This is an optimization exercise on Yosys and OpenROAD, whose aim is small area and a short achievable clock period, not a production implementation. No run shown here included a check of the RTL's function; only the layout flow was run.

==> flow/design.v, too long to show whole: its modules and the start of the top module <==
// module iq_upconverter: 1222 lines
module iq_upconverter (
  input  logic        clk,
  input  logic        rstn,
  input  logic        en,
  input  logic [11:0] i_data,
  input  logic [11:0] q_data,
  output logic        if_valid,
  output logic [11:0] if_data
);
  // ...
==> flow/flow/run.sh <==
#!/bin/bash
# Layout: the standard ORFS flow (standard.sh), with two changes:
#  - the port buffers are sky130_fd_sc_hd__buf_4 cells instead of the
#    resizer's default choice (a delay cell);
#  - the repair steps may resize a cell to any drive strength, not only to a
#    cell with the same footprint.
# The output of each tool goes to the ORFS logs under orfs/logs; make's own
# output goes to standard.log here.
set -euo pipefail
bash standard.sh MATCH_CELL_FOOTPRINT=0 \
  "BUFFER_PORTS_ARGS=-buffer_cell sky130_fd_sc_hd__buf_4" \
  finish > standard.log 2>&1
==> flow/standard.sh <==
#!/bin/bash
# synth_recipe.tcl (not shown) runs the flow's synth.tcl, then flattens the netlist and writes it again
# the make line also repeats each setting of config.mk as NAME=value (left out here)
make -C /OpenROAD-flow-scripts/flow DESIGN_CONFIG=/design/flow/config.mk WORK_HOME=/design/flow/orfs CLKGATE_MAP_FILE= SYNTH_SCRIPT=/design/flow/synth_recipe.tcl "${@:-finish}"
==> flow/config.mk <==
export PLATFORM = sky130hd
export DESIGN_NAME = iq_upconverter
export DESIGN_NICKNAME = iq_upconverter
export VERILOG_FILES = /design/flow/design.v
export SDC_FILE = /design/flow/constraint.sdc
export NUM_CORES = 4
export LEC_CHECK = 0
export CAP_MARGIN = 20
export CORE_MARGIN = 2
export CORE_UTILIZATION = 40
export SETUP_SLACK_MARGIN = 3.0
export SLEW_MARGIN = 20
==> flow/constraint.sdc <==
create_clock -name core_clock -period 6.0 [get_ports {clk}]
set_input_delay 1.2000 -clock core_clock [delete_from_list [all_inputs] [get_ports {clk}]]
set_output_delay 1.2000 -clock core_clock [all_outputs]
set_load 0.01 [all_outputs]
==> results.py, run 1 <==
metrics = {
    "cells_and_area": {
        "layout.cells.non_filler": 1482,
        "buffers_excl_clock": 165,
        "reg_top3": "if_data: 12 flops, ms: 4 flops, q: 2 flops",
        "n_clock_buffer": 17,
        "filler_cell_count": 2140,
        "drive_gt1_share_pct": 36.63,
        "largest_reg_flops": 12,
        "diodes": 0,
        "sh_seq_area_pct": 17.69,
    },
    "yosys": {
        "synthSimpleGateAreaFrac_pct": 4.408,
        "synth_top_family_by_area": "adder cells",
        "netlist_instances": 1029,
        "synth-compound-area-share_pct": 14.99,
        "synthArstFlopShare_pct": 7.692,
        "synth_area_leader_cell": "fa_1",
    },
    "critical_path": {
        "slowest_delay_ns": 0.53,
        "crit_top_cell": "fa_2",
        "critPathLaunchType": "register",
        "reg2regPathDepth": 13,
        "crit_chain": "clkinvlp_4 > ha_4 > or2_4 > nand3_2 > o31ai_4 > xor2_4 > buf_4 > buf_12 > xor2_2 > fa_2 > fa_2 > inv_1 > fa_1",
        "crit_family": "adder cells",
        "crit_path_start": "ms[1]$_DFFE_PN0P_",
        "crit_cells": 13,
    },
    "floorplanning": {
        "die_width_um": 165.2,
        "pin_count": 40,
    },
    "sta": {
        "timing.fmax_mhz": 282.7,
        "max_slew_margin_pct": 33.72,
        "tns_ns": 0,
        "period_minus_slack_ns": 3.537,
    },
    "run_status": {
        "status": "complete, no violations",
    },
    "global_route": {
        "met3_usage_pct": 4.645,
        "gr-total-overflow": 0,
        "grt_pass1_wl_mm": 44.09,
    },
    "clock_network": {
        "cts_tree": "built",
        "cts_root_buf": "clkbuf_16",
        "h-tree-depth": 4,
    },
    "placed_design": {
        "place_inst": 1347,
        "pre_cts_ws_ns": 1.665,
    },
    "flow_run": {
        "maxCapViolCount": 0,
    },
    "route": {
        "met3_length_mm": 2.178,
    },
}
==> run 2, diff against run 1 <==
--- a/flow/design.v
+++ b/flow/design.v
@@ -8,16 +8,18 @@
   output logic        if_valid,
   output logic [11:0] if_data
 );
   logic [1:0]  q;
   logic [3:0]  ms;
   logic [5:0]  phase, phase_nx;
   assign phase    = {q, ms ^ {4{q[0]}}};
   assign phase_nx = phase + 6'd1;
+  logic [1:0]  q_n;      
+  logic [3:0]  ms_n;
   logic        v1, v2;   
   logic [5:0]  bo0, bt0, bn0, bo1, bt1, bn1;
   logic pp0_0_0;
   logic pp0_0_1;
   logic pp0_0_2;
   logic pp0_0_3;
   logic pp0_0_4;
   logic pp0_0_5;
@@ -452,111 +454,128 @@
   logic hs139;
   logic hc139;
   logic fs140;
   logic fc140;
   logic hs141;
   logic hc141;
   logic hs142;
   logic hc142;
-  logic hs143;
-  logic hc143;
-  logic hs144;
-  logic hc144;
-  logic hs145;
-  logic hc145;
-  logic hs146;
-  logic hc146;
-  logic hs147;
-  logic hc147;
-  logic hs148;
-  logic hc148;
-  logic hs149;
-  logic hc149;
-  logic hs150;
-  logic hc150;
-  logic hs151;
-  logic hc151;
-  logic hs152;
-  logic hc152;
-  logic hs153;
-  logic hc153;
   logic s1_0_0;
   logic s1_0_1;
   logic s1_1_0;
   logic s1_2_0;
+  logic s1_2_1;
+  logic s1_2_2;
   logic s1_3_0;
   logic s1_3_1;
-  logic s1_3_2;
   logic s1_4_0;
   logic s1_4_1;
+  logic s1_4_2;
+  logic s1_4_3;
   logic s1_5_0;
   logic s1_5_1;
+  logic s1_5_2;
   logic s1_6_0;
   logic s1_6_1;
+  logic s1_6_2;
   logic s1_7_0;
   logic s1_7_1;
   logic s1_7_2;
   logic s1_7_3;
+  logic s1_7_4;
   logic s1_8_0;
   logic s1_8_1;
   logic s1_8_2;
+  logic s1_8_3;
   logic s1_9_0;
   logic s1_9_1;
   logic s1_9_2;
+  logic s1_9_3;
+  logic s1_9_4;
+  logic s1_9_5;
   logic s1_10_0;
   logic s1_10_1;
   logic s1_10_2;
   logic s1_10_3;
+  logic s1_10_4;
+  logic s1_10_5;
   logic s1_11_0;
   logic s1_11_1;
   logic s1_11_2;
   logic s1_11_3;
   logic s1_11_4;
   logic s1_12_0;
   logic s1_12_1;
   logic s1_12_2;
   logic s1_12_3;
+  logic s1_12_4;
+  logic s1_12_5;
+  logic s1_12_6;
   logic s1_13_0;
   logic s1_13_1;
   logic s1_13_2;
   logic s1_13_3;
   logic s1_13_4;
   logic s1_14_0;
   logic s1_14_1;
   logic s1_14_2;
   logic s1_14_3;
+  logic s1_14_4;
+  logic s1_14_5;
+  logic s1_14_6;
   logic s1_15_0;
   logic s1_15_1;
   logic s1_15_2;
   logic s1_15_3;
   logic s1_15_4;
   logic s1_16_0;
   logic s1_16_1;
   logic s1_16_2;
   logic s1_16_3;
+  logic s1_16_4;
   logic s1_17_0;
   logic s1_17_1;
   logic s1_17_2;
+  logic s1_17_3;
   logic s1_18_0;
   logic s1_18_1;
   logic s1_18_2;
+  logic s1_18_3;
   logic s1_19_0;
   logic s1_19_1;
+  logic s1_19_2;
   logic s1_20_0;
   logic s1_20_1;
+  logic s1_20_2;
   logic s1_21_0;
   logic s1_21_1;
-  logic s1_21_2;
   logic s1_22_0;
   logic s1_22_1;
   logic s1_23_0;
+  logic s2_0_0;
+  logic s2_0_1;
+  logic s2_1_0;
+  logic s2_2_0;
+  logic s2_3_0;
+  logic s2_4_0;
+  logic s2_5_0;
+  logic s2_5_1;
+  logic s2_6_0;
+  logic s2_6_1;
+  logic s2_7_0;
+  logic s2_7_1;
+  logic s2_8_0;
+  logic s2_8_1;
+  logic s2_9_0;
+  logic s2_9_1;
+  logic s2_10_0;
+  logic s2_10_1;
   logic s2_11_0;
   logic s2_11_1;
-  logic s2_11_2;
   logic s2_12_0;
   logic s2_12_1;
   logic s2_13_0;
   logic s2_13_1;
   logic s2_14_0;
   logic s2_14_1;
   logic s2_15_0;
   logic s2_15_1;
@@ -578,30 +597,31 @@
   always_ff @(posedge clk or negedge rstn) begin
     if (!rstn) begin
       q        <= 2'd0;
       ms       <= 4'd0;
       v1       <= 1'b0;
       v2       <= 1'b0;
       if_valid <= 1'b0;
     end else begin
-      if (en) begin
-        q  <= phase_nx[5:4];
-        ms <= phase_nx[3:0] ^ {4{phase_nx[4]}};
-      end
+      q  <= q_n;
+      ms <= ms_n;
       v1       <= en;
       v2       <= v1;
       if_valid <= v2;
     end
   end
-  logic [3:0] mc;
+  assign q_n  = en ? phase_nx[5:4] : q;
+  assign ms_n = en ? (phase_nx[3:0] ^ {4{phase_nx[4]}}) : ms;
+  logic [3:0] mc, mr;
   logic       sc, s1;
-  assign mc = ~ms;
-  assign sc = q[1] ^ q[0];
-  assign s1 = ~q[1];
+  assign mr = ms_n;
+  assign mc = ~ms_n;
+  assign sc = q_n[1] ^ q_n[0];
+  assign s1 = ~q_n[1];
   logic [5:0] mo_c, mt_c, mn_c, mo_s, mt_s, mn_s;
   always_comb begin
     case (mc)
       4'd0: begin mo_c = 6'b000010; mt_c = 6'b001100; mn_c = 6'b000100; end
       4'd1: begin mo_c = 6'b011110; mt_c = 6'b000000; mn_c = 6'b000110; end
       4'd2: begin mo_c = 6'b000101; mt_c = 6'b010000; mn_c = 6'b000100; end
       4'd3: begin mo_c = 6'b111110; mt_c = 6'b000001; mn_c = 6'b011101; end
       4'd4: begin mo_c = 6'b110111; mt_c = 6'b001000; mn_c = 6'b010111; end
@@ -615,17 +635,17 @@
       4'd12: begin mo_c = 6'b000001; mt_c = 6'b101010; mn_c = 6'b001001; end
       4'd13: begin mo_c = 6'b001010; mt_c = 6'b100001; mn_c = 6'b001001; end
       4'd14: begin mo_c = 6'b000101; mt_c = 6'b100010; mn_c = 6'b000110; end
       4'd15: begin mo_c = 6'b000011; mt_c = 6'b100000; mn_c = 6'b000010; end
       default: begin mo_c = '0; mt_c = '0; mn_c = '0; end
     endcase
   end
   always_comb begin
-    case (ms)
+    case (mr)
       4'd0: begin mo_s = 6'b000010; mt_s = 6'b001100; mn_s = 6'b000100; end
       4'd1: begin mo_s = 6'b011110; mt_s = 6'b000000; mn_s = 6'b000110; end
       4'd2: begin mo_s = 6'b000101; mt_s = 6'b010000; mn_s = 6'b000100; end
       4'd3: begin mo_s = 6'b111110; mt_s = 6'b000001; mn_s = 6'b011101; end
       4'd4: begin mo_s = 6'b110111; mt_s = 6'b001000; mn_s = 6'b010111; end
       4'd5: begin mo_s = 6'b100010; mt_s = 6'b000100; mn_s = 6'b000010; end
       4'd6: begin mo_s = 6'b111011; mt_s = 6'b000000; mn_s = 6'b001001; end
       4'd7: begin mo_s = 6'b111001; mt_s = 6'b000100; mn_s = 6'b000001; end
@@ -635,22 +655,25 @@
       4'd11: begin mo_s = 6'b011010; mt_s = 6'b100001; mn_s = 6'b010011; end
       4'd12: begin mo_s = 6'b000001; mt_s = 6'b101010; mn_s = 6'b001001; end
       4'd13: begin mo_s = 6'b001010; mt_s = 6'b100001; mn_s = 6'b001001; end
       4'd14: begin mo_s = 6'b000101; mt_s = 6'b100010; mn_s = 6'b000110; end
       4'd15: begin mo_s = 6'b000011; mt_s = 6'b100000; mn_s = 6'b000010; end
       default: begin mo_s = '0; mt_s = '0; mn_s = '0; end
     endcase
   end
-  assign bo0 = mo_c;
-  assign bt0 = mt_c;
-  assign bn0 = mn_c ^ {6{sc}};
-  assign bo1 = mo_s;
-  assign bt1 = mt_s;
-  assign bn1 = mn_s ^ {6{s1}};
+  always_ff @(posedge clk or negedge rstn) begin
+    if (!rstn) begin
+      bo0 <= 6'b000011; bt0 <= 6'b100000; bn0 <= 6'b000010;
+      bo1 <= 6'b000010; bt1 <= 6'b001100; bn1 <= 6'b111011;
+    end else begin
+      bo0 <= mo_c; bt0 <= mt_c; bn0 <= mn_c ^ {6{sc}};
+      bo1 <= mo_s; bt1 <= mt_s; bn1 <= mn_s ^ {6{s1}};
+    end
+  end
   assign pp0_0_0 = ((bo0[0] & i_data[0])) ^ bn0[0];
   assign pp0_0_1 = ((bo0[0] & i_data[1]) | (bt0[0] & i_data[0])) ^ bn0[0];
   assign pp0_0_2 = ((bo0[0] & i_data[2]) | (bt0[0] & i_data[1])) ^ bn0[0];
   assign pp0_0_3 = ((bo0[0] & i_data[3]) | (bt0[0] & i_data[2])) ^ bn0[0];
   assign pp0_0_4 = ((bo0[0] & i_data[4]) | (bt0[0] & i_data[3])) ^ bn0[0];
   assign pp0_0_5 = ((bo0[0] & i_data[5]) | (bt0[0] & i_data[4])) ^ bn0[0];
   assign pp0_0_6 = ((bo0[0] & i_data[6]) | (bt0[0] & i_data[5])) ^ bn0[0];
   assign pp0_0_7 = ((bo0[0] & i_data[7]) | (bt0[0] & i_data[6])) ^ bn0[0];
@@ -963,114 +986,114 @@
   assign fs79 = pp1_5_8 ^ fc44 ^ fc45;
   assign fc79 = (pp1_5_8 & fc44) | (pp1_5_8 & fc45) | (fc44 & fc45);
   assign fs80 = pp1_5_9 ^ fc46 ^ fc47;
   assign fc80 = (pp1_5_9 & fc46) | (pp1_5_9 & fc47) | (fc46 & fc47);
   assign fs81 = pp1_4_12 ^ pp1_5_10 ^ fc48;
   assign fc81 = (pp1_4_12 & pp1_5_10) | (pp1_4_12 & fc48) | (pp1_5_10 & fc48);
   assign fs82 = pp0_5_11 ^ pp1_5_11 ^ fc49;
   assign fc82 = (pp0_5_11 & pp1_5_11) | (pp0_5_11 & fc49) | (pp1_5_11 & fc49);
-  assign fs83 = fs1 ^ fs2 ^ fc51;
-  assign fc83 = (fs1 & fs2) | (fs1 & fc51) | (fs2 & fc51);
-  assign fs84 = fs4 ^ fs5 ^ fc52;
-  assign fc84 = (fs4 & fs5) | (fs4 & fc52) | (fs5 & fc52);
-  assign fs85 = fs7 ^ fc53 ^ fs54;
-  assign fc85 = (fs7 & fc53) | (fs7 & fs54) | (fc53 & fs54);
-  assign fs86 = fc54 ^ fs55 ^ fs56;
-  assign fc86 = (fc54 & fs55) | (fc54 & fs56) | (fs55 & fs56);
-  assign fs87 = fs12 ^ fc55 ^ fc56;
-  assign fc87 = (fs12 & fc55) | (fs12 & fc56) | (fc55 & fc56);
-  assign fs88 = fc57 ^ fc58 ^ fs59;
-  assign fc88 = (fc57 & fc58) | (fc57 & fs59) | (fc58 & fs59);
-  assign fs89 = fs18 ^ fs19 ^ fc59;
-  assign fc89 = (fs18 & fs19) | (fs18 & fc59) | (fs19 & fc59);
-  assign fs90 = fc60 ^ fs61 ^ fs62;
-  assign fc90 = (fc60 & fs61) | (fc60 & fs62) | (fs61 & fs62);
-  assign fs91 = fs23 ^ fs24 ^ fc61;
-  assign fc91 = (fs23 & fs24) | (fs23 & fc61) | (fs24 & fc61);
-  assign fs92 = fc62 ^ fs63 ^ fs64;
-  assign fc92 = (fc62 & fs63) | (fc62 & fs64) | (fs63 & fs64);
-  assign fs93 = fc63 ^ fc64 ^ fs65;
-  assign fc93 = (fc63 & fc64) | (fc63 & fs65) | (fc64 & fs65);
-  assign fs94 = fs31 ^ fs32 ^ fc65;
-  assign fc94 = (fs31 & fs32) | (fs31 & fc65) | (fs32 & fc65);
-  assign fs95 = fc66 ^ fc67 ^ fs68;
-  assign fc95 = (fc66 & fc67) | (fc66 & fs68) | (fc67 & fs68);
-  assign fs96 = fc68 ^ fc69 ^ fs70;
-  assign fc96 = (fc68 & fc69) | (fc68 & fs70) | (fc69 & fs70);
-  assign fs97 = fs37 ^ fs38 ^ fc70;
-  assign fc97 = (fs37 & fs38) | (fs37 & fc70) | (fs38 & fc70);
-  assign fs98 = fc71 ^ fc72 ^ fs73;
-  assign fc98 = (fc71 & fc72) | (fc71 & fs73) | (fc72 & fs73);
-  assign fs99 = fs40 ^ fc73 ^ fc74;
-  assign fc99 = (fs40 & fc73) | (fs40 & fc74) | (fc73 & fc74);
-  assign fs100 = fs42 ^ fs43 ^ fc75;
-  assign fc100 = (fs42 & fs43) | (fs42 & fc75) | (fs43 & fc75);
-  assign fs101 = fs44 ^ fs45 ^ fc77;
-  assign fc101 = (fs44 & fs45) | (fs44 & fc77) | (fs45 & fc77);
-  assign fs102 = fs46 ^ fs47 ^ fc78;
-  assign fc102 = (fs46 & fs47) | (fs46 & fc78) | (fs47 & fc78);
-  assign fs103 = fs48 ^ fc79 ^ fs80;
-  assign fc103 = (fs48 & fc79) | (fs48 & fs80) | (fc79 & fs80);
-  assign fs104 = fs49 ^ fc80 ^ fs81;
-  assign fc104 = (fs49 & fc80) | (fs49 & fs81) | (fc80 & fs81);
-  assign fs105 = s1_3_0 ^ s1_3_1 ^ s1_3_2;
-  assign fc105 = (s1_3_0 & s1_3_1) | (s1_3_0 & s1_3_2) | (s1_3_1 & s1_3_2);
-  assign fs106 = s1_7_0 ^ s1_7_1 ^ s1_7_2;
-  assign fc106 = (s1_7_0 & s1_7_1) | (s1_7_0 & s1_7_2) | (s1_7_1 & s1_7_2);
-  assign fs107 = s1_8_0 ^ s1_8_1 ^ s1_8_2;
-  assign fc107 = (s1_8_0 & s1_8_1) | (s1_8_0 & s1_8_2) | (s1_8_1 & s1_8_2);
-  assign fs108 = s1_9_0 ^ s1_9_1 ^ s1_9_2;
-  assign fc108 = (s1_9_0 & s1_9_1) | (s1_9_0 & s1_9_2) | (s1_9_1 & s1_9_2);
-  assign fs109 = s1_10_0 ^ s1_10_1 ^ s1_10_2;
-  assign fc109 = (s1_10_0 & s1_10_1) | (s1_10_0 & s1_10_2) | (s1_10_1 & s1_10_2);
-  assign fs110 = s1_11_0 ^ s1_11_1 ^ s1_11_2;
-  assign fc110 = (s1_11_0 & s1_11_1) | (s1_11_0 & s1_11_2) | (s1_11_1 & s1_11_2);
-  assign fs111 = s1_12_0 ^ s1_12_1 ^ s1_12_2;
-  assign fc111 = (s1_12_0 & s1_12_1) | (s1_12_0 & s1_12_2) | (s1_12_1 & s1_12_2);
-  assign fs112 = s1_13_0 ^ s1_13_1 ^ s1_13_2;
-  assign fc112 = (s1_13_0 & s1_13_1) | (s1_13_0 & s1_13_2) | (s1_13_1 & s1_13_2);
-  assign fs113 = s1_14_0 ^ s1_14_1 ^ s1_14_2;
-  assign fc113 = (s1_14_0 & s1_14_1) | (s1_14_0 & s1_14_2) | (s1_14_1 & s1_14_2);
-  assign fs114 = s1_15_0 ^ s1_15_1 ^ s1_15_2;
-  assign fc114 = (s1_15_0 & s1_15_1) | (s1_15_0 & s1_15_2) | (s1_15_1 & s1_15_2);
-  assign fs115 = s1_16_0 ^ s1_16_1 ^ s1_16_2;
-  assign fc115 = (s1_16_0 & s1_16_1) | (s1_16_0 & s1_16_2) | (s1_16_1 & s1_16_2);
-  assign fs116 = s1_17_0 ^ s1_17_1 ^ s1_17_2;
-  assign fc116 = (s1_17_0 & s1_17_1) | (s1_17_0 & s1_17_2) | (s1_17_1 & s1_17_2);
-  assign fs117 = s1_18_0 ^ s1_18_1 ^ s1_18_2;
-  assign fc117 = (s1_18_0 & s1_18_1) | (s1_18_0 & s1_18_2) | (s1_18_1 & s1_18_2);
-  assign fs118 = s1_21_0 ^ s1_21_1 ^ s1_21_2;
-  assign fc118 = (s1_21_0 & s1_21_1) | (s1_21_0 & s1_21_2) | (s1_21_1 & s1_21_2);
-  assign fs119 = s1_4_0 ^ s1_4_1 ^ fc105;
-  assign fc119 = (s1_4_0 & s1_4_1) | (s1_4_0 & fc105) | (s1_4_1 & fc105);
-  assign fs120 = s1_10_3 ^ fc108 ^ fs109;
-  assign fc120 = (s1_10_3 & fc108) | (s1_10_3 & fs109) | (fc108 & fs109);
-  assign fs121 = s1_11_3 ^ s1_11_4 ^ fc109;
-  assign fc121 = (s1_11_3 & s1_11_4) | (s1_11_3 & fc109) | (s1_11_4 & fc109);
-  assign fs122 = s1_12_3 ^ fc110 ^ fs111;
-  assign fc122 = (s1_12_3 & fc110) | (s1_12_3 & fs111) | (fc110 & fs111);
-  assign fs123 = s1_13_3 ^ s1_13_4 ^ fc111;
-  assign fc123 = (s1_13_3 & s1_13_4) | (s1_13_3 & fc111) | (s1_13_4 & fc111);
-  assign fs124 = s1_14_3 ^ fc112 ^ fs113;
-  assign fc124 = (s1_14_3 & fc112) | (s1_14_3 & fs113) | (fc112 & fs113);
-  assign fs125 = s1_15_3 ^ s1_15_4 ^ fc113;
-  assign fc125 = (s1_15_3 & s1_15_4) | (s1_15_3 & fc113) | (s1_15_4 & fc113);
-  assign fs126 = s1_16_3 ^ fc114 ^ fs115;
-  assign fc126 = (s1_16_3 & fc114) | (s1_16_3 & fs115) | (fc114 & fs115);
-  assign fs127 = s1_19_0 ^ s1_19_1 ^ fc117;
-  assign fc127 = (s1_19_0 & s1_19_1) | (s1_19_0 & fc117) | (s1_19_1 & fc117);
+  assign fs83 = s1_2_0 ^ s1_2_1 ^ s1_2_2;
+  assign fc83 = (s1_2_0 & s1_2_1) | (s1_2_0 & s1_2_2) | (s1_2_1 & s1_2_2);
+  assign fs84 = s1_4_0 ^ s1_4_1 ^ s1_4_2;
+  assign fc84 = (s1_4_0 & s1_4_1) | (s1_4_0 & s1_4_2) | (s1_4_1 & s1_4_2);
+  assign fs85 = s1_5_0 ^ s1_5_1 ^ s1_5_2;
+  assign fc85 = (s1_5_0 & s1_5_1) | (s1_5_0 & s1_5_2) | (s1_5_1 & s1_5_2);
+  assign fs86 = s1_6_0 ^ s1_6_1 ^ s1_6_2;
+  assign fc86 = (s1_6_0 & s1_6_1) | (s1_6_0 & s1_6_2) | (s1_6_1 & s1_6_2);
+  assign fs87 = s1_7_0 ^ s1_7_1 ^ s1_7_2;
+  assign fc87 = (s1_7_0 & s1_7_1) | (s1_7_0 & s1_7_2) | (s1_7_1 & s1_7_2);
+  assign fs88 = s1_8_0 ^ s1_8_1 ^ s1_8_2;
+  assign fc88 = (s1_8_0 & s1_8_1) | (s1_8_0 & s1_8_2) | (s1_8_1 & s1_8_2);
+  assign fs89 = s1_9_0 ^ s1_9_1 ^ s1_9_2;
+  assign fc89 = (s1_9_0 & s1_9_1) | (s1_9_0 & s1_9_2) | (s1_9_1 & s1_9_2);
+  assign fs90 = s1_9_3 ^ s1_9_4 ^ s1_9_5;
+  assign fc90 = (s1_9_3 & s1_9_4) | (s1_9_3 & s1_9_5) | (s1_9_4 & s1_9_5);
+  assign fs91 = s1_10_0 ^ s1_10_1 ^ s1_10_2;
+  assign fc91 = (s1_10_0 & s1_10_1) | (s1_10_0 & s1_10_2) | (s1_10_1 & s1_10_2);
+  assign fs92 = s1_10_3 ^ s1_10_4 ^ s1_10_5;
+  assign fc92 = (s1_10_3 & s1_10_4) | (s1_10_3 & s1_10_5) | (s1_10_4 & s1_10_5);
+  assign fs93 = s1_11_0 ^ s1_11_1 ^ s1_11_2;
+  assign fc93 = (s1_11_0 & s1_11_1) | (s1_11_0 & s1_11_2) | (s1_11_1 & s1_11_2);
+  assign fs94 = s1_12_0 ^ s1_12_1 ^ s1_12_2;
+  assign fc94 = (s1_12_0 & s1_12_1) | (s1_12_0 & s1_12_2) | (s1_12_1 & s1_12_2);
+  assign fs95 = s1_12_3 ^ s1_12_4 ^ s1_12_5;
+  assign fc95 = (s1_12_3 & s1_12_4) | (s1_12_3 & s1_12_5) | (s1_12_4 & s1_12_5);
+  assign fs96 = s1_13_0 ^ s1_13_1 ^ s1_13_2;
+  assign fc96 = (s1_13_0 & s1_13_1) | (s1_13_0 & s1_13_2) | (s1_13_1 & s1_13_2);
+  assign fs97 = s1_14_0 ^ s1_14_1 ^ s1_14_2;
+  assign fc97 = (s1_14_0 & s1_14_1) | (s1_14_0 & s1_14_2) | (s1_14_1 & s1_14_2);
+  assign fs98 = s1_14_3 ^ s1_14_4 ^ s1_14_5;
+  assign fc98 = (s1_14_3 & s1_14_4) | (s1_14_3 & s1_14_5) | (s1_14_4 & s1_14_5);
+  assign fs99 = s1_15_0 ^ s1_15_1 ^ s1_15_2;
+  assign fc99 = (s1_15_0 & s1_15_1) | (s1_15_0 & s1_15_2) | (s1_15_1 & s1_15_2);
+  assign fs100 = s1_16_0 ^ s1_16_1 ^ s1_16_2;
+  assign fc100 = (s1_16_0 & s1_16_1) | (s1_16_0 & s1_16_2) | (s1_16_1 & s1_16_2);
+  assign fs101 = s1_17_0 ^ s1_17_1 ^ s1_17_2;
+  assign fc101 = (s1_17_0 & s1_17_1) | (s1_17_0 & s1_17_2) | (s1_17_1 & s1_17_2);
+  assign fs102 = s1_18_0 ^ s1_18_1 ^ s1_18_2;
+  assign fc102 = (s1_18_0 & s1_18_1) | (s1_18_0 & s1_18_2) | (s1_18_1 & s1_18_2);
+  assign fs103 = s1_19_0 ^ s1_19_1 ^ s1_19_2;
+  assign fc103 = (s1_19_0 & s1_19_1) | (s1_19_0 & s1_19_2) | (s1_19_1 & s1_19_2);
+  assign fs104 = s1_20_0 ^ s1_20_1 ^ s1_20_2;
+  assign fc104 = (s1_20_0 & s1_20_1) | (s1_20_0 & s1_20_2) | (s1_20_1 & s1_20_2);
+  assign fs105 = s1_3_0 ^ s1_3_1 ^ fc83;
+  assign fc105 = (s1_3_0 & s1_3_1) | (s1_3_0 & fc83) | (s1_3_1 & fc83);
+  assign fs106 = s1_7_3 ^ s1_7_4 ^ fc86;
+  assign fc106 = (s1_7_3 & s1_7_4) | (s1_7_3 & fc86) | (s1_7_4 & fc86);
+  assign fs107 = s1_8_3 ^ fc87 ^ fs88;
+  assign fc107 = (s1_8_3 & fc87) | (s1_8_3 & fs88) | (fc87 & fs88);
+  assign fs108 = fc88 ^ fs89 ^ fs90;
+  assign fc108 = (fc88 & fs89) | (fc88 & fs90) | (fs89 & fs90);
+  assign fs109 = fc89 ^ fc90 ^ fs91;
+  assign fc109 = (fc89 & fc90) | (fc89 & fs91) | (fc90 & fs91);
+  assign fs110 = s1_11_3 ^ s1_11_4 ^ fc91;
+  assign fc110 = (s1_11_3 & s1_11_4) | (s1_11_3 & fc91) | (s1_11_4 & fc91);
+  assign fs111 = s1_12_6 ^ fc93 ^ fs94;
+  assign fc111 = (s1_12_6 & fc93) | (s1_12_6 & fs94) | (fc93 & fs94);
+  assign fs112 = s1_13_3 ^ s1_13_4 ^ fc94;
+  assign fc112 = (s1_13_3 & s1_13_4) | (s1_13_3 & fc94) | (s1_13_4 & fc94);
+  assign fs113 = s1_14_6 ^ fc96 ^ fs97;
+  assign fc113 = (s1_14_6 & fc96) | (s1_14_6 & fs97) | (fc96 & fs97);
+  assign fs114 = s1_15_3 ^ s1_15_4 ^ fc97;
+  assign fc114 = (s1_15_3 & s1_15_4) | (s1_15_3 & fc97) | (s1_15_4 & fc97);
+  assign fs115 = s1_16_3 ^ s1_16_4 ^ fc99;
+  assign fc115 = (s1_16_3 & s1_16_4) | (s1_16_3 & fc99) | (s1_16_4 & fc99);
+  assign fs116 = s1_17_3 ^ fc100 ^ fs101;
+  assign fc116 = (s1_17_3 & fc100) | (s1_17_3 & fs101) | (fc100 & fs101);
+  assign fs117 = s1_18_3 ^ fc101 ^ fs102;
+  assign fc117 = (s1_18_3 & fc101) | (s1_18_3 & fs102) | (fc101 & fs102);
+  assign fs118 = s1_21_0 ^ s1_21_1 ^ fc104;
+  assign fc118 = (s1_21_0 & s1_21_1) | (s1_21_0 & fc104) | (s1_21_1 & fc104);
+  assign fs119 = s1_4_3 ^ fs84 ^ fc105;
+  assign fc119 = (s1_4_3 & fs84) | (s1_4_3 & fc105) | (fs84 & fc105);
+  assign fs120 = fs92 ^ fc108 ^ fs109;
+  assign fc120 = (fs92 & fc108) | (fs92 & fs109) | (fc108 & fs109);
+  assign fs121 = fc92 ^ fs93 ^ fc109;
+  assign fc121 = (fc92 & fs93) | (fc92 & fc109) | (fs93 & fc109);
+  assign fs122 = fs95 ^ fc110 ^ fs111;
+  assign fc122 = (fs95 & fc110) | (fs95 & fs111) | (fc110 & fs111);
+  assign fs123 = fc95 ^ fs96 ^ fc111;
+  assign fc123 = (fc95 & fs96) | (fc95 & fc111) | (fs96 & fc111);
+  assign fs124 = fs98 ^ fc112 ^ fs113;
+  assign fc124 = (fs98 & fc112) | (fs98 & fs113) | (fc112 & fs113);
+  assign fs125 = fc98 ^ fs99 ^ fc113;
+  assign fc125 = (fc98 & fs99) | (fc98 & fc113) | (fs99 & fc113);
+  assign fs126 = fs100 ^ fc114 ^ fs115;
+  assign fc126 = (fs100 & fc114) | (fs100 & fs115) | (fc114 & fs115);
+  assign fs127 = fc102 ^ fs103 ^ fc117;
+  assign fc127 = (fc102 & fs103) | (fc102 & fc117) | (fs103 & fc117);
   assign fs128 = s1_22_0 ^ s1_22_1 ^ fc118;
   assign fc128 = (s1_22_0 & s1_22_1) | (s1_22_0 & fc118) | (s1_22_1 & fc118);
-  assign hs129 = s1_5_0 ^ s1_5_1;
-  assign hc129 = s1_5_0 & s1_5_1;
-  assign hs130 = s1_6_0 ^ s1_6_1;
-  assign hc130 = s1_6_0 & s1_6_1;
-  assign hs131 = s1_7_3 ^ fs106;
-  assign hc131 = s1_7_3 & fs106;
+  assign hs129 = fc84 ^ fs85;
+  assign hc129 = fc84 & fs85;
+  assign hs130 = fc85 ^ fs86;
+  assign hc130 = fc85 & fs86;
+  assign hs131 = fs87 ^ fs106;
+  assign hc131 = fs87 & fs106;
   assign hs132 = fc106 ^ fs107;
   assign hc132 = fc106 & fs107;
   assign hs133 = fc107 ^ fs108;
   assign hc133 = fc107 & fs108;
   assign hs134 = fs110 ^ fc120;
   assign hc134 = fs110 & fc120;
   assign hs135 = fc121 ^ fs122;
   assign hc135 = fc121 & fs122;
@@ -1081,116 +1104,131 @@
   assign fs138 = fs114 ^ fc124 ^ fs125;
   assign fc138 = (fs114 & fc124) | (fs114 & fs125) | (fc124 & fs125);
   assign hs139 = fc125 ^ fs126;
   assign hc139 = fc125 & fs126;
   assign fs140 = fc115 ^ fs116 ^ fc126;
   assign fc140 = (fc115 & fs116) | (fc115 & fc126) | (fs116 & fc126);
   assign hs141 = fc116 ^ fs117;
   assign hc141 = fc116 & fs117;
-  assign hs142 = s1_20_0 ^ s1_20_1;
-  assign hc142 = s1_20_0 & s1_20_1;
-  logic [11:0] lowsum;
-  assign lowsum = {1'b0, fs120, hs133, hs132, hs131, hs130, fc119, fs119, fs105, s1_2_0, s1_1_0, s1_0_0} + {1'b0, hc133, hc132, hc131, hc130, hc129, hs129, 1'b0, 1'b0, 1'b0, 1'b0, s1_0_1};
-  assign hs143 = s2_11_0 ^ s2_11_1;
-  assign hc143 = s2_11_0 & s2_11_1;
-  assign hs144 = s2_12_0 ^ s2_12_1;
-  assign hc144 = s2_12_0 & s2_12_1;
-  assign hs145 = s2_13_0 ^ s2_13_1;
-  assign hc145 = s2_13_0 & s2_13_1;
-  assign hs146 = s2_14_0 ^ s2_14_1;
-  assign hc146 = s2_14_0 & s2_14_1;
-  assign hs147 = s2_15_0 ^ s2_15_1;
-  assign hc147 = s2_15_0 & s2_15_1;
-  assign hs148 = s2_16_0 ^ s2_16_1;
-  assign hc148 = s2_16_0 & s2_16_1;
-  assign hs149 = s2_17_0 ^ s2_17_1;
-  assign hc149 = s2_17_0 & s2_17_1;
-  assign hs150 = s2_18_0 ^ s2_18_1;
-  assign hc150 = s2_18_0 & s2_18_1;
-  assign hs151 = s2_19_0 ^ s2_19_1;
-  assign hc151 = s2_19_0 & s2_19_1;
-  assign hs152 = s2_20_0 ^ s2_20_1;
-  assign hc152 = s2_20_0 & s2_20_1;
-  assign hs153 = s2_21_0 ^ s2_21_1;
-  assign hc153 = s2_21_0 & s2_21_1;
+  assign hs142 = fc103 ^ fs104;
+  assign hc142 = fc103 & fs104;
   always_ff @(posedge clk) begin
     s1_0_0 <= pp1_0_0;
     s1_0_1 <= fs0;
     s1_1_0 <= fs51;
-    s1_2_0 <= fs83;
-    s1_3_0 <= fc83;
+    s1_2_0 <= fc51;
+    s1_2_1 <= fs1;
+    s1_2_2 <= fs2;
+    s1_3_0 <= fs52;
     s1_3_1 <= fs3;
-    s1_3_2 <= fs52;
-    s1_4_0 <= fs84;
+    s1_4_0 <= fc52;
     s1_4_1 <= fs53;
-    s1_5_0 <= fc84;
-    s1_5_1 <= fs85;
-    s1_6_0 <= fc85;
-    s1_6_1 <= fs86;
-    s1_7_0 <= fc86;
-    s1_7_1 <= fs87;
+    s1_4_2 <= fs4;
+    s1_4_3 <= fs5;
+    s1_5_0 <= fc53;
+    s1_5_1 <= fs54;
+    s1_5_2 <= fs7;
+    s1_6_0 <= fc54;
+    s1_6_1 <= fs55;
+    s1_6_2 <= fs56;
+    s1_7_0 <= fc55;
+    s1_7_1 <= fc56;
     s1_7_2 <= fs57;
     s1_7_3 <= fs58;
-    s1_8_0 <= fc87;
-    s1_8_1 <= fs88;
-    s1_8_2 <= fs60;
-    s1_9_0 <= fc88;
-    s1_9_1 <= fs89;
-    s1_9_2 <= fs90;
-    s1_10_0 <= fc89;
-    s1_10_1 <= fc90;
-    s1_10_2 <= fs91;
-    s1_10_3 <= fs92;
-    s1_11_0 <= fc91;
-    s1_11_1 <= fc92;
-    s1_11_2 <= fs93;
+    s1_7_4 <= fs12;
+    s1_8_0 <= fc57;
+    s1_8_1 <= fc58;
+    s1_8_2 <= fs59;
+    s1_8_3 <= fs60;
+    s1_9_0 <= fc59;
+    s1_9_1 <= fc60;
+    s1_9_2 <= fs61;
+    s1_9_3 <= fs62;
+    s1_9_4 <= fs18;
+    s1_9_5 <= fs19;
+    s1_10_0 <= fc61;
+    s1_10_1 <= fc62;
+    s1_10_2 <= fs63;
+    s1_10_3 <= fs64;
+    s1_10_4 <= fs23;
+    s1_10_5 <= fs24;
+    s1_11_0 <= fc63;
+    s1_11_1 <= fc64;
+    s1_11_2 <= fs65;
     s1_11_3 <= fs66;
     s1_11_4 <= fs67;
-    s1_12_0 <= fc93;
-    s1_12_1 <= fs94;
-    s1_12_2 <= fs95;
-    s1_12_3 <= fs69;
-    s1_13_0 <= fc94;
-    s1_13_1 <= fc95;
-    s1_13_2 <= fs96;
+    s1_12_0 <= fc65;
+    s1_12_1 <= fc66;
+    s1_12_2 <= fc67;
+    s1_12_3 <= fs68;
+    s1_12_4 <= fs69;
+    s1_12_5 <= fs31;
+    s1_12_6 <= fs32;
+    s1_13_0 <= fc68;
+    s1_13_1 <= fc69;
+    s1_13_2 <= fs70;
     s1_13_3 <= fs71;
     s1_13_4 <= fs72;
-    s1_14_0 <= fc96;
-    s1_14_1 <= fs97;
-    s1_14_2 <= fs98;
-    s1_14_3 <= fs74;
-    s1_15_0 <= fc97;
-    s1_15_1 <= fc98;
-    s1_15_2 <= fs99;
-    s1_15_3 <= fs75;
-    s1_15_4 <= fs76;
-    s1_16_0 <= fc99;
-    s1_16_1 <= fs100;
-    s1_16_2 <= fc76;
-    s1_16_3 <= fs77;
-    s1_17_0 <= fc100;
-    s1_17_1 <= fs101;
-    s1_17_2 <= fs78;
-    s1_18_0 <= fc101;
-    s1_18_1 <= fs102;
-    s1_18_2 <= fs79;
-    s1_19_0 <= fc102;
-    s1_19_1 <= fs103;
-    s1_20_0 <= fc103;
-    s1_20_1 <= fs104;
-    s1_21_0 <= fc104;
-    s1_21_1 <= fc81;
-    s1_21_2 <= fs82;
-    s1_22_0 <= fs50;
-    s1_22_1 <= fc82;
+    s1_14_0 <= fc70;
+    s1_14_1 <= fc71;
+    s1_14_2 <= fc72;
+    s1_14_3 <= fs73;
+    s1_14_4 <= fs74;
+    s1_14_5 <= fs37;
+    s1_14_6 <= fs38;
+    s1_15_0 <= fc73;
+    s1_15_1 <= fc74;
+    s1_15_2 <= fs75;
+    s1_15_3 <= fs76;
+    s1_15_4 <= fs40;
+    s1_16_0 <= fc75;
+    s1_16_1 <= fc76;
+    s1_16_2 <= fs77;
+    s1_16_3 <= fs42;
+    s1_16_4 <= fs43;
+    s1_17_0 <= fc77;
+    s1_17_1 <= fs78;
+    s1_17_2 <= fs44;
+    s1_17_3 <= fs45;
+    s1_18_0 <= fc78;
+    s1_18_1 <= fs79;
+    s1_18_2 <= fs46;
+    s1_18_3 <= fs47;
+    s1_19_0 <= fc79;
+    s1_19_1 <= fs80;
+    s1_19_2 <= fs48;
+    s1_20_0 <= fc80;
+    s1_20_1 <= fs81;
+    s1_20_2 <= fs49;
+    s1_21_0 <= fc81;
+    s1_21_1 <= fs82;
+    s1_22_0 <= fc82;
+    s1_22_1 <= fs50;
     s1_23_0 <= fc50;
+    s2_0_0 <= s1_0_0;
+    s2_0_1 <= s1_0_1;
+    s2_1_0 <= s1_1_0;
+    s2_2_0 <= fs83;
+    s2_3_0 <= fs105;
+    s2_4_0 <= fs119;
+    s2_5_0 <= fc119;
+    s2_5_1 <= hs129;
+    s2_6_0 <= hs130;
+    s2_6_1 <= hc129;
+    s2_7_0 <= hs131;
+    s2_7_1 <= hc130;
+    s2_8_0 <= hs132;
+    s2_8_1 <= hc131;
+    s2_9_0 <= hs133;
+    s2_9_1 <= hc132;
+    s2_10_0 <= fs120;
+    s2_10_1 <= hc133;
     s2_11_0 <= fs121;
     s2_11_1 <= hs134;
-    s2_11_2 <= lowsum[11];
     s2_12_0 <= hs135;
     s2_12_1 <= hc134;
     s2_13_0 <= fs136;
     s2_13_1 <= hc135;
     s2_14_0 <= hs137;
     s2_14_1 <= fc136;
     s2_15_0 <= fs138;
     s2_15_1 <= hc137;
@@ -1206,18 +1244,18 @@
     s2_20_1 <= hs142;
     s2_21_0 <= fs118;
     s2_21_1 <= hc142;
     s2_22_0 <= fs128;
     s2_23_0 <= s1_23_0;
     s2_23_1 <= fc128;
   end
   logic [23:0] ra, rb;
-  assign ra = {s2_23_0, s2_22_0, hs153, hs152, hs151, hs150, hs149, hs148, hs147, hs146, hs145, hs144, s2_11_2, 1'b0, 1'b0, 1'b0, 1'b0, 1'b0, 1'b0, 1'b0, 1'b0, 1'b0, 1'b0, 1'b0};
-  assign rb = {s2_23_1, hc153, hc152, hc151, hc150, hc149, hc148, hc147, hc146, hc145, hc144, hc143, hs143, 1'b0, 1'b0, 1'b0, 1'b0, 1'b0, 1'b0, 1'b0, 1'b0, 1'b0, 1'b0, 1'b0};
+  assign ra = {s2_23_0, s2_22_0, s2_21_0, s2_20_0, s2_19_0, s2_18_0, s2_17_0, s2_16_0, s2_15_0, s2_14_0, s2_13_0, s2_12_0, s2_11_0, s2_10_0, s2_9_0, s2_8_0, s2_7_0, s2_6_0, s2_5_0, s2_4_0, s2_3_0, s2_2_0, s2_1_0, s2_0_0};
+  assign rb = {s2_23_1, 1'b0, s2_21_1, s2_20_1, s2_19_1, s2_18_1, s2_17_1, s2_16_1, s2_15_1, s2_14_1, s2_13_1, s2_12_1, s2_11_1, s2_10_1, s2_9_1, s2_8_1, s2_7_1, s2_6_1, s2_5_1, 1'b0, 1'b0, 1'b0, 1'b0, s2_0_1};
   logic [23:0] fsum;
   assign fsum = ra + rb;
   logic [12:0] hs;   
   assign hs = fsum[23:11];
   always_ff @(posedge clk) begin
     if_data <= (hs[12] == hs[11]) ? hs[11:0] : {hs[12], {11{~hs[12]}}};
   end
 endmodule
==> flow/config.mk (replaced) <==
export PLATFORM = sky130hd
export DESIGN_NAME = iq_upconverter
export DESIGN_NICKNAME = iq_upconverter
export VERILOG_FILES = /design/flow/design.v
export SDC_FILE = /design/flow/constraint.sdc
export NUM_CORES = 4
export LEC_CHECK = 0
export CAP_MARGIN = 20
export CORE_MARGIN = 2
export CORE_UTILIZATION = 40
export SETUP_SLACK_MARGIN = 3.4
export SLEW_MARGIN = 20
==> run 2 against run 1 <==
  * Still clean
  * Non-clock buffer count decreased by 109
  * Routed wire length grew 2.9%
  * Die area grew 16%
  * Core utilization down 7.3 points
  * Sequential share of layout area up 12 points
  * Hold slack improved by 0.0036 ns
  * Count of clock-buffer cells in the layout is the same
  * Synthesized area up 17%
  * Critical path type is now in2reg
==> results.py, run 2 <==
metrics = {
    "floorplanning": {
        "dieHeight_um": 178.2,
        "row_count": 63,
        "die_area_um2": 31760,
        "start_util_pct": 40.74,
        "core_um2": 29800,
        "pin_count": 40,
        "die_width_um": 178.2,
    },
    "flow_run": {
        "maxCapViolCount": 0,
    },
    "cells_and_area": {
        "area_growth_pct": 13.31,
        "filler_cell_count": 2770,
        "final_cell_mix": "dfxtp_1, inv_1, xnor2_1, fa_1, a22oi_1",
        "fin_util_pct": 46.17,
        "nets": 1364,
        "largest_reg_flops": 12,
        "top_register": "if_data",
        "diodes": 0,
        "drive_gt1_share_pct": 18.17,
        "layout.cells.non_filler": 1579,
        "layout_commonest_cell": "dfxtp_1",
    },
    "critical_path": {
        "slowest_delay_ns": 0.57,
        "critPathLaunchType": "input port",
        "worst-path-max-fanout": 12,
        "arrival_ns": 2.85,
        "crit_chain": "buf_4 > a22oi_2 > xor2_1 > fa_1 > inv_1 > fa_1",
        "worstSetupPathType": "in2reg",
        "critical_path_buf_inv_count": 2,
        "r2r_setup_slack_ns": 3.51,
        "r2r-end": "bn0[4]$_DFF_PN0_",
        "crit_top_cell": "fa_1",
        "regToRegStartpoint": "q[0]$_DFF_PN0_",
        "crit_family": "adder cells",
        "crit_cells": 6,
        "cpMaxStageDelayCell": "fa_1",
        "required_ns": 6.31,
        "cp-end-kind": "register",
        "reg2regPathDepth": 9,
    },
    "placed_design": {
        "pre_cts_ws_ns": 2.774,
        "dp_hpwl_mm": 22.39,
        "portBuffers": 39,
        "place_inst": 1530,
        "place.gp.congestion": 0.8351,
    },
    "sta": {
        "timing.final.ws_setup_ns": 3.465,
        "tns_ns": 0,
        "timing.fmax_mhz": 394.6,
        "setup_viol": 0,
        "max_slew_margin_pct": 40.90,
        "grt_setup_unrepaired": "false",
        "clock_skew_ns": 0.01397,
        "hold_viol": 0,
        "final.period_utilization_pct": 42.24,
        "period_minus_slack_ns": 2.535,
        "tightest_slew_ns": 0.8835,
        "report.final.slew_viol_count": 0,
    },
    "yosys": {
        "synthArstFlopShare_pct": 23.44,
        "synth_common_cells": "dfxtp_1, inv_1, a22oi_1",
        "synth_area_leaders": "dfxtp_1, fa_1, xnor2_1",
        "netlist_instances": 1183,
        "synth_top_family_by_area": "adder cells",
        "ys.flop_type": "dfxtp_1",
        "synth_most_common_cell": "dfxtp_1",
        "synthSimpleGateAreaFrac_pct": 4.792,
        "yosysWarnings": 1,
        "synth-seq-area-share_pct": 33.64,
        "synth_xor_area_share_pct": 13.62,
        "syn_area_um2": 12140,
        "syn_avg_cell_area_um2": 10.26,
        "ys_ff_latch": 192,
        "synth_cell_types": 69,
        "synthAdderAreaFrac_pct": 24.43,
        "yosysTopAreaCellShare_pct": 24.24,
        "synth-compound-area-share_pct": 15.10,
        "synthMuxAreaShare_pct": 0.7111,
        "synth_area_leader_cell": "dfxtp_1",
        "synth_nets": 1371,
        "synth-edff-count": 0,
    },
    "global_route": {
        "gr-total-overflow": 0,
        "grt_max_degree": 46,
        "first_global_vias": 8574,
        "antenna_found_initial": 0,
        "grt_pass1_wl_mm": 47.04,
        "track_usage_pct": 19.57,
    },
    "route": {
        "drc": 0,
        "finalWirelength_mm": 29.33,
        "drt_iter0_markers": 576,
        "drtPass1Iterations": 5,
        "via_per_inst": 5.207,
        "drtAntennaViolNets": 0,
        "post_drt_wl_per_cell_um": 18.58,
        "vias": 8222,
    },
    "run_status": {
        "status": "complete, no violations",
    },
    "min_path": {
        "hold_depth": 0,
        "hold_start": "s1_0_0$_DFF_P_",
        "hp-class": "reg2reg",
        "whs_endpoint": "s2_0_0$_DFF_P_",
    },
    "clock_network": {
        "cts.sinks": 192,
        "h-tree-depth": 4,
        "clock_path_buffers": 2,
        "cts_tree": "built",
        "clock_latency_ns": 0.45,
        "cts_root_buf": "clkbuf_16",
        "numCtsBuffers": 17,
        "clkTransAtPathRegs_ns": 0.07,
    },
}
-- run 2: changes by cell type after synthesis, moves of 10 or more --
cell / delta
nand2_1: +22
o21ai_0: +11
xnor2_1: +19
a21oi_1: +14
maj3_2: -10
dfrtp_1: +24
nor2_1: +14
buf_2: -21
inv_1: +11
buf_1: +13
ha_1: -19
dfxtp_1: +39
clkbuf_1: +24
dfstp_2: +12
-- run 2: cell families (layout without fill, tap and decap cells) --
kind of cell | Yosys count | after routing
AOI/OAI and AO/OA | 270 | 270
buffers and inverters | 236 | 242
DFF | 192 | 192
xor gates and xnor gates | 188 | 188
adders and majority gates | 163 | 163
and+or+nand+nor | 126 | 126
muxes | 8 | 8
-- run 2: worst max-delay path by stage --
stage | start | end | slack (ns)
after floorplan | q_data[0] | s1_11_4$_DFF_P_ | 3.27
after global placement | en | bn0[2]$_DFF_PN0_ | 2.81
after detailed placement | q[0]$_DFF_PN0_ | bn0[3]$_DFF_PN0_ | 2.77
after CTS | ms[1]$_DFF_PN0_ | bn0[4]$_DFF_PN0_ | 3.41
after global routing | s2_6_0$_DFF_P_ | if_data[6]$_DFF_P_ | 3.41
final | i_data[6] | s1_7_3$_DFF_P_ | 3.47
-- run 2: area by class of cell --
type | instances | area [µm²] | area share [%]
Multi-Input combinational cell | 755 | 7559 | 54.95
Inverter | 153 | 580.6 | 4.220
Timing Repair inverter | 1 | 7.507 | 0.05458
Clock buffer | 17 | 425.4 | 3.093
Clock inverter | 15 | 187.7 | 1.364
Sequential cell | 192 | 4088 | 29.72
Timing Repair Buffer | 56 | 420.4 | 3.056
Tap cell | 390 | 488.0 | 3.547
-- run 2: per-stage QoR --
stage	cell area (µm²)	hold WS, ns
after floorplan	12710	0.3096
after global placement	12940	0.3137
after detailed placement	12940	0.3144
after CTS	13630	0.3314
after global routing	13760	0.3317
final	13760	0.3289
-- run 2: what timing repair did --
action / CTS / global route
hold endpoints to repair: 0 / 0
endpoints found under the setup margin: 45 / 28
gates cloned: 0 / 1
pin swaps: 2 / 1
setup buffers: 7 / 9
gates resized for setup: 10 / 13
hold buffers: 0 / 0
-- run 2: per-layer routing --
layer	track usage, %	vias up	part of all wire [%]
met2	33.04	205	48
met1	25.54	4112	46
met5	0	-	0
met3	3.453	38	4.0
li1	-	3867	-
met4	6.233	0	1.9
==> run 3, diff against run 2 <==
--- a/flow/config.mk
+++ b/flow/config.mk
@@ -8,5 +8,5 @@
 export CAP_MARGIN = 20
 export CORE_MARGIN = 2
 export CORE_UTILIZATION = 40
-export SETUP_SLACK_MARGIN = 3.4
+export SETUP_SLACK_MARGIN = 3.6
 export SLEW_MARGIN = 20
==> run 3 against run 2 <==
  * Still clean on timing, DRC and antenna
  * Count of clock-buffer cells in the layout is 2 higher
  * Synthesized cell count unchanged
  * First-iteration DRC count rose by 15%
  * Cell count is 2.6% higher
  * Die area unchanged
  * Critical path depth is 4 higher
==> results.py, run 3 <==
metrics = {
    "cells_and_area": {
        "final_cell_mix": "dfxtp_1, inv_1, xnor2_1, fa_1, a22oi_2",
        "diodes": 0,
        "stdcell_area_um2": 14930,
        "regArea_um2": 4103,
        "layout_commonest_cell": "dfxtp_1",
        "nets": 1405,
        "multi_input_area_um2": 8053,
        "top_register": "if_data",
        "layout.cells.non_filler": 1620,
        "drive_gt1_share_pct": 30.65,
        "area_growth_pct": 22.95,
        "filler_cell_count": 2741,
        "largest_reg_flops": 12,
    },
    "critical_path": {
        "crit_chain": "xor2_1 > ha_2 > or3b_4 > o221ai_4 > o31a_4 > buf_12 > nor2_4 > nand2_2 > a21oi_2 > a221o_1",
        "cpMaxStageDelayCell": "dfrtp_2",
        "regToRegStartpoint": "q[0]$_DFF_PN0_",
        "critPathLaunchType": "register",
        "crit_family": "compound AO/OA/AOI/OAI gates",
        "slowest_delay_ns": 0.47,
        "r2r-end": "bo1[3]$_DFF_PN0_",
        "worst-path-max-fanout": 6,
        "reg2regPathDepth": 10,
        "r2r_setup_slack_ns": 3.54,
        "critical_path_buf_inv_count": 1,
        "crit_path_start": "q[0]$_DFF_PN0_",
        "required_ns": 6.31,
        "worstSetupPathType": "reg2reg",
        "arrival_ns": 2.77,
        "cp-end-kind": "register",
    },
    "sta": {
        "grt_setup_unrepaired": "true",
        "timing.fmax_mhz": 407.0,
        "period_minus_slack_ns": 2.457,
        "hold_viol": 0,
        "report.final.slew_viol_count": 0,
        "clock_skew_ns": 0.01328,
        "max_slew_margin_pct": 41.16,
        "final.period_utilization_pct": 40.95,
        "setup_viol": 0,
        "tns_ns": 0,
        "tightest_slew_ns": 0.8796,
    },
    "placed_design": {
        "postPlaceCellArea_um2": 13150,
        "dp_hpwl_mm": 22.43,
        "portBuffers": 39,
        "place.gp.congestion": 0.8397,
        "place_inst": 1530,
    },
    "route": {
        "vias": 8570,
        "finalWirelength_mm": 31.00,
        "post_drt_wl_per_cell_um": 19.14,
        "drtPass1Iterations": 5,
        "met3_length_mm": 1.582,
        "top_layer": "met4",
        "drc": 0,
        "drtAntennaViolNets": 0,
        "via_per_inst": 5.290,
        "wl_met2_mm": 14.82,
        "wl_met1_mm": 13.62,
        "drt_iter0_markers": 662,
    },
    "yosys": {
        "synth_cell_types": 69,
        "synth_area_leader_cell": "dfxtp_1",
        "ys.flop_type": "dfxtp_1",
        "synth-edff-count": 0,
        "yosysWarnings": 1,
        "synthArstFlopShare_pct": 23.44,
        "syn_area_um2": 12140,
        "synth_nets": 1371,
        "syn_avg_cell_area_um2": 10.26,
        "synth-seq-area-share_pct": 33.64,
        "yosysTopAreaCellShare_pct": 24.24,
        "synth_area_leaders": "dfxtp_1, fa_1, xnor2_1",
        "synth_most_common_cell": "dfxtp_1",
        "ys_ff_latch": 192,
        "netlist_instances": 1183,
        "synth_common_cells": "dfxtp_1, inv_1, a22oi_1",
    },
    "floorplanning": {
        "pin_count": 40,
        "die_width_um": 178.2,
        "row_count": 63,
        "die_area_um2": 31760,
        "dieHeight_um": 178.2,
        "start_util_pct": 40.74,
        "core_um2": 29800,
    },
    "clock_network": {
        "h-tree-depth": 4,
        "clock_latency_ns": 0.44,
        "numCtsBuffers": 17,
        "clock_path_buffers": 2,
        "postCtsHoldBufs": 0,
        "clkTransAtPathRegs_ns": 0.07,
        "cts_tree": "built",
        "cts_root_buf": "clkbuf_16",
        "cts.sinks": 192,
    },
    "run_status": {
        "status": "complete, no violations",
    },
    "global_route": {
        "gr-total-overflow": 0,
        "track_usage_pct": 20.04,
        "grt_pass1_wl_mm": 48.44,
        "antenna_found_initial": 0,
        "first_global_vias": 8829,
        "grt_max_degree": 46,
    },
    "min_path": {
        "hold_start": "s1_0_1$_DFF_P_",
        "whs_endpoint": "s2_0_1$_DFF_P_",
        "hp-class": "reg2reg",
        "hold_depth": 0,
    },
    "flow_run": {
        "maxCapViolCount": 0,
    },
}
run 3: kinds of logic after synthesis:
kind of cell | count (synthesis) | synth area share (%)
flops | 192 | 33.64
xor+xnor | 188 | 13.62
mux | 8 | 0.7111
simple gates | 126 | 4.793
compound gates | 270 | 15.10
buf+inv | 236 | 7.709
fa+ha+maj | 163 | 24.43
run 3: worst max-delay path by stage:
stage	cells after the start	slack, ns	endpoint
2_1_floorplan	6	3.27	s1_11_4$_DFF_P_
3_5_place_dp	9	2.75	bn0[0]$_DFF_PN0_
5_1_grt	10	3.45	bn0[0]$_DFF_PN0_
4_1_cts	10	3.56	bn0[0]$_DFF_PN0_
6_report	10	3.54	bo1[3]$_DFF_PN0_
3_3_place_gp	9	2.83	bn0[0]$_DFF_PN0_
run 3: layer usage:
metal  up-vias  track usage (%)
met5         -                0
met4         0            7.317
met3        68            4.092
met2       275            33.11
met1      4285            26.04
li1       3942                -
run 3: worst register-to-register path, cell delays in order (launching register included):
cell and delay (ns):
dfrtp_2 0.47, xor2_1 0.17, ha_2 0.23, or3b_4 0.39, o221ai_4 0.18, o31a_4 0.24, buf_12 0.15, nor2_4 0.05
nand2_2 0.09, a21oi_2 0.07, a221o_1 0.29
run 3: area by class of cell:
cell class                 instances  share of cell area [%]
multi-input combinational        755                   53.95
tap                              390                   3.269
timing repair buffer              97                   7.485
clock inverter                    13                  0.8550
inverter                         153                   4.007
sequential                       192                   27.49
clock buffer                      19                   2.900
timing repair inverter             1                 0.05029
run 3: stage by stage:
step	worst slack, ns	utilization (%)	hold slack [ns]
global placement	2.830	44.13	0.3127
finish	3.543	50.10	0.3270
CTS	3.562	47.60	0.3283
global route	3.449	50.10	0.3364
detailed placement	2.750	44.13	0.3121
floorplan	3.274	-	0.3096
run 3: timing repair:
item	in CTS	in global routing
gates resized for setup	70	91
pin swaps	35	61
hold endpoints to repair	0	0
cloned	1	8
buffers inserted	23	26
setup endpoints to repair	72	61

[static timing again, ports no longer ideal]
No port has a modelled driver above. Below, the same layouts with a new extraction and two added sets of constraints. Step 1 (the two cells are an assumption about what drives the block):
set clk [get_ports {clk}]
set_driving_cell -lib_cell sky130_fd_sc_hd__clkbuf_16 $clk
set_driving_cell -lib_cell sky130_fd_sc_hd__buf_2 [delete_from_list [all_inputs] $clk]
Step 2 times the ports against the registers' clock, not the clock port: input delays grow and output delays shrink by t, the midpoint of the rising clock arrivals with the driver on. Slacks: ideal / step 1 / step 2; pairs: ideal / step 1.
run | t (ns) | setup slack, ns | latest minus earliest clock arrival (ns) | worst slew at a driven data input, ns | cell pins on the clock port's net
run 1 | 0.466 | 2.463 / 2.463 / 2.462 | 0.011 / 0.011 | 0.04 | 1
run 2 | 0.493 | 3.465 / 3.487 / 2.993 | 0.017 / 0.017 | 0.05 | 1
run 3 | 0.484 | 3.543 / 3.475 / 2.991 | 0.013 / 0.014 | 0.18 | 1
After both steps every run listed still meets setup and hold. The setup slack of run 3, which loses most, moves by -0.068 ns with the drivers and by -0.552 ns with both steps.
